From an optimization exercise on the open Yosys and OpenROAD flow, aimed at small area and a short achievable clock period; shortcuts taken in it are not production practice. The RTL was checked by simulation tests, not by an equivalence proof against the original design. The clock port is modelled as an ideal driver; clocking choices that lean on that would not hold on a real chip. Power is estimated from default activity; no workload was simulated.

== job 101 ==
// xor128_prng_bank
module xor128_prng_bank
#(
  parameter int unsigned SIZE   = 8,
  parameter int unsigned WARMUP = 16,
  parameter logic [31:0] SEED0  = xor128_prng_bank_pkg::DEF_SEED0,
  parameter logic [31:0] SEED1  = xor128_prng_bank_pkg::DEF_SEED1,
  parameter logic [31:0] SEED2  = xor128_prng_bank_pkg::DEF_SEED2,
  parameter logic [31:0] SEED3  = xor128_prng_bank_pkg::DEF_SEED3
) (
  input  logic                 iClk,
  input  logic                 iRst_n,
  input  logic                 iSeedValid,
  input  logic [127:0]         iSeed,
  output logic [SIZE*32-1:0]   oRand,
  output logic                 oValid,
  input  logic                 iReady,
  output logic                 oBusy
);
For scale: roughly 2800 cells after synthesis, ~1100 flip-flops, ~390 I/O pins, about 0.041 mm2 of cells after synthesis.
clock: 3.0 ns
lec_check: 0
cap_margin: 20
core_margin: 2
core_utilization: 60
cts_cluster_diameter: 100
cts_cluster_size: 25
slew_margin: 20
standard.sh (not shown) runs the stock make flow with config.mk's settings and CLKGATE_MAP_FILE= SYNTH_SCRIPT=/design/flow/synth_recipe.tcl, a recipe that flattens the netlist after the stock synthesis.
==> flow/flow/run.sh <==
#!/bin/bash
# Standard ORFS layout with these changes:
#  - plain buffers (instead of the resizer's default pick) on the ports;
#  - then it repairs setup timing towards a slack margin of FLOW_POST_CTS_MARGIN;
#  - the repair after global routing aims for FLOW_GRT_MARGIN (flow/pre_grt.tcl).
set -euo pipefail
export BUFFER_PORTS_ARGS="-buffer_cell sky130_fd_sc_hd__buf_2"
export POST_CTS_TCL="$(pwd)/flow/post_cts.tcl"
export PRE_GLOBAL_ROUTE_TCL="$(pwd)/flow/pre_grt.tcl"
export FLOW_POST_CTS_MARGIN=1.35
export FLOW_GRT_MARGIN=1.45
bash standard.sh > standard_flow.log 2>&1
==> flow/flow/post_cts.tcl <==
set block [ord::get_db_block]
set clk_net [[$block findBTerm iClk] getNet]
set port_loads [$clk_net getITerms]
if { [llength $port_loads] == 1 } {
  set root [[lindex $port_loads 0] getInst]
  set master [[$root getMaster] getName]
  set out_net [[$root findITerm X] getNet]
  set sinks {}
  foreach it [$out_net getITerms] {
    if { [$it isInputSignal] } { lappend sinks $it }
  }
  set all_bufs 1
  foreach it $sinks {
    if { ![string match "sky130_fd_sc_hd__clkbuf_*" [[[$it getInst] getMaster] getName]] } {
      set all_bufs 0
    }
  }
  puts "post_cts: root [$root getName] ($master) drives [llength $sinks] pins, all buffers: $all_bufs"
  if { [string match "sky130_fd_sc_hd__clkbuf_*" $master] && [llength $sinks] <= 4 && $all_bufs
       && [llength [$out_net getBTerms]] == 0 } {
    foreach it $sinks {
      $it disconnect
      $it connect $clk_net
    }
    odb::dbInst_destroy $root
    odb::dbNet_destroy $out_net
    puts "post_cts: removed root clock buffer"
    estimate_parasitics -placement
    report_clock_skew
  }
}

if { [info exists ::env(FLOW_POST_CTS_MARGIN)] } {
  report_worst_slack
  repair_timing -setup -setup_margin $::env(FLOW_POST_CTS_MARGIN) -repair_tns 100 -verbose
  detailed_placement
  check_placement -verbose
  estimate_parasitics -placement
  report_worst_slack
  report_design_area
}
==> flow/flow/pre_grt.tcl <==
# Runs before global routing (PRE_GLOBAL_ROUTE_TCL): the timing repair that
# follows global routing aims for the slack margin in FLOW_GRT_MARGIN (ns),
# now with global-route parasitics.
if { [info exists ::env(FLOW_GRT_MARGIN)] } {
  set ::env(SETUP_SLACK_MARGIN) $::env(FLOW_GRT_MARGIN)
}
Relative to job 101, the following input files were edited for job 102:
==> flow/flow/run.sh <==
#!/bin/bash
set -euo pipefail
export BUFFER_PORTS_ARGS="-buffer_cell sky130_fd_sc_hd__buf_2"
export POST_CTS_TCL="$(pwd)/flow/post_cts.tcl"
export FLOW_POST_CTS_MARGIN=1.35
bash standard.sh > standard_flow.log 2>&1
removed: flow/flow/pre_grt.tcl
[summary]
- Job 102 | status: complete | timing, DRC, antenna: pass
- Going from job 101 to job 102, power drawn by the combinational cells went down by about 22%; clock period minus worst slack moved up; total routed wirelength fell 5.9%; power saw a decrease; share of total power in the clock network went up by 1.1 points.
- Count of clock-net buffers in the final layout came out exactly the same in job 101 and job 102.
- Cell area on job 102 is down relative to job 101.
- Higher total of plain and repair buffers excluding clock buffers was reported by job 101, not job 102.
- ~same number of max-capacitance violations reported in job 101 and job 102
Modified inputs, job 103 compared to job 102
==> flow/flow/run.sh <==
#!/bin/bash
# Standard ORFS layout with these changes:
#  - plain buffers (instead of the resizer's default pick) on the ports;
#  - then it repairs setup timing towards a slack margin of FLOW_POST_CTS_MARGIN;
#  - the repair after global routing aims for FLOW_GRT_MARGIN (flow/pre_grt.tcl).
set -euo pipefail
export BUFFER_PORTS_ARGS="-buffer_cell sky130_fd_sc_hd__buf_2"
export POST_CTS_TCL="$(pwd)/flow/post_cts.tcl"
export PRE_GLOBAL_ROUTE_TCL="$(pwd)/flow/pre_grt.tcl"
export FLOW_POST_CTS_MARGIN=1.42
export FLOW_GRT_MARGIN=1.42
bash standard.sh > standard_flow.log 2>&1
==> flow/flow/pre_grt.tcl (new file) <==
# Runs before global routing (PRE_GLOBAL_ROUTE_TCL): the timing repair that
# follows global routing aims for the slack margin in FLOW_GRT_MARGIN (ns),
# now with global-route parasitics.
if { [info exists ::env(FLOW_GRT_MARGIN)] } {
  set ::env(SETUP_SLACK_MARGIN) $::env(FLOW_GRT_MARGIN)
}
Results
- Final area went up by a little under 10% going from job 102 to job 103.
- Die area came out exactly the same in job 102 and job 103.
- Clock skew of job 102 is on par with job 103.
## Diff of input files: job 104 against job 103
-- flow/flow/run.sh --
<<< job 103, line 8
export POST_CTS_TCL="$(pwd)/flow/post_cts.tcl"
export PRE_GLOBAL_ROUTE_TCL="$(pwd)/flow/pre_grt.tcl"
export FLOW_POST_CTS_MARGIN=1.42
export FLOW_GRT_MARGIN=1.42
bash standard.sh > standard_flow.log 2>&1
>>> job 104, line 8
export POST_CTS_TCL="$(pwd)/flow/post_cts.tcl"
export PRE_GLOBAL_ROUTE_TCL="$(pwd)/flow/pre_grt.tcl"
export FLOW_POST_CTS_MARGIN=1.3
export FLOW_GRT_MARGIN=1.38
bash standard.sh > standard_flow.log 2>&1
The run showing the greater combined global-route utilization of all metal layers is job 103.
Sequential power: job 104 > job 103
The core of job 104 is less densely filled than that of job 103.
> inputs changed (job 104 -> job 105)
- changing CORE_UTILIZATION from 60 to 55
-- flow/flow/run.sh --
<<< job 104, line 8
export POST_CTS_TCL="$(pwd)/flow/post_cts.tcl"
export PRE_GLOBAL_ROUTE_TCL="$(pwd)/flow/pre_grt.tcl"
export FLOW_POST_CTS_MARGIN=1.3
export FLOW_GRT_MARGIN=1.38
bash standard.sh > standard_flow.log 2>&1
>>> job 105, line 8
export POST_CTS_TCL="$(pwd)/flow/post_cts.tcl"
export PRE_GLOBAL_ROUTE_TCL="$(pwd)/flow/pre_grt.tcl"
export FLOW_POST_CTS_MARGIN=1.35
export FLOW_GRT_MARGIN=1.35
bash standard.sh > standard_flow.log 2>&1
Job 104 vs job 105, termination of the worst setup path: oBusy vs oRand[252]
Critical-path cell with the highest stage delay = dfrtp_2: job 104; critical-path cell with the highest stage delay = dfxtp_4: job 105
Fraction of cell area in non-clock buffers: job 105 vs job 104 down 2.4 points
As of job 105, die area had risen by a little under 10% compared to job 104.
Relative to job 104, global-route wire length before repair has increased by 3.1% in job 105.

## afterwards: timing with drivers on the ports
Ports are ideal in the flow. The routed layouts listed here were re-timed in OpenROAD.
Step 1: set_driving_cell puts a clkbuf_16 on iClk and a buf_2 on each other input, an assumption about the parent block.
Step 2 also shifts input and output timing later by t, the mid clock arrival at the registers, as if the neighbouring blocks saw the same clock.
a / b / c = ideal ports / drivers / drivers and shift; a / b = the first two.
| run | t (ns) | slack for setup (ns) | clock arrival spread, ns | worst data-port slew with drivers (ns) |
|---|---|---|---|---|
| job 101 | 0.569 | 1.302 / 1.175 / 0.962 | 0.032 / 0.032 | 0.09 |
| job 102 | 0.566 | 1.257 / 1.175 / 0.886 | 0.028 / 0.028 | 0.09 |
| job 103 | 0.570 | 1.318 / 1.190 / 0.933 | 0.032 / 0.032 | 0.09 |
| job 104 | 0.569 | 1.315 / 1.186 / 0.886 | 0.028 / 0.028 | 0.09 |
| job 105 | 0.565 | 1.330 / 1.198 / 0.905 | 0.035 / 0.035 | 0.09 |
After both steps every run listed still meets setup and hold. The setup slack of job 104, which loses most, moves by -0.129 ns with the drivers and by -0.429 ns with both steps.
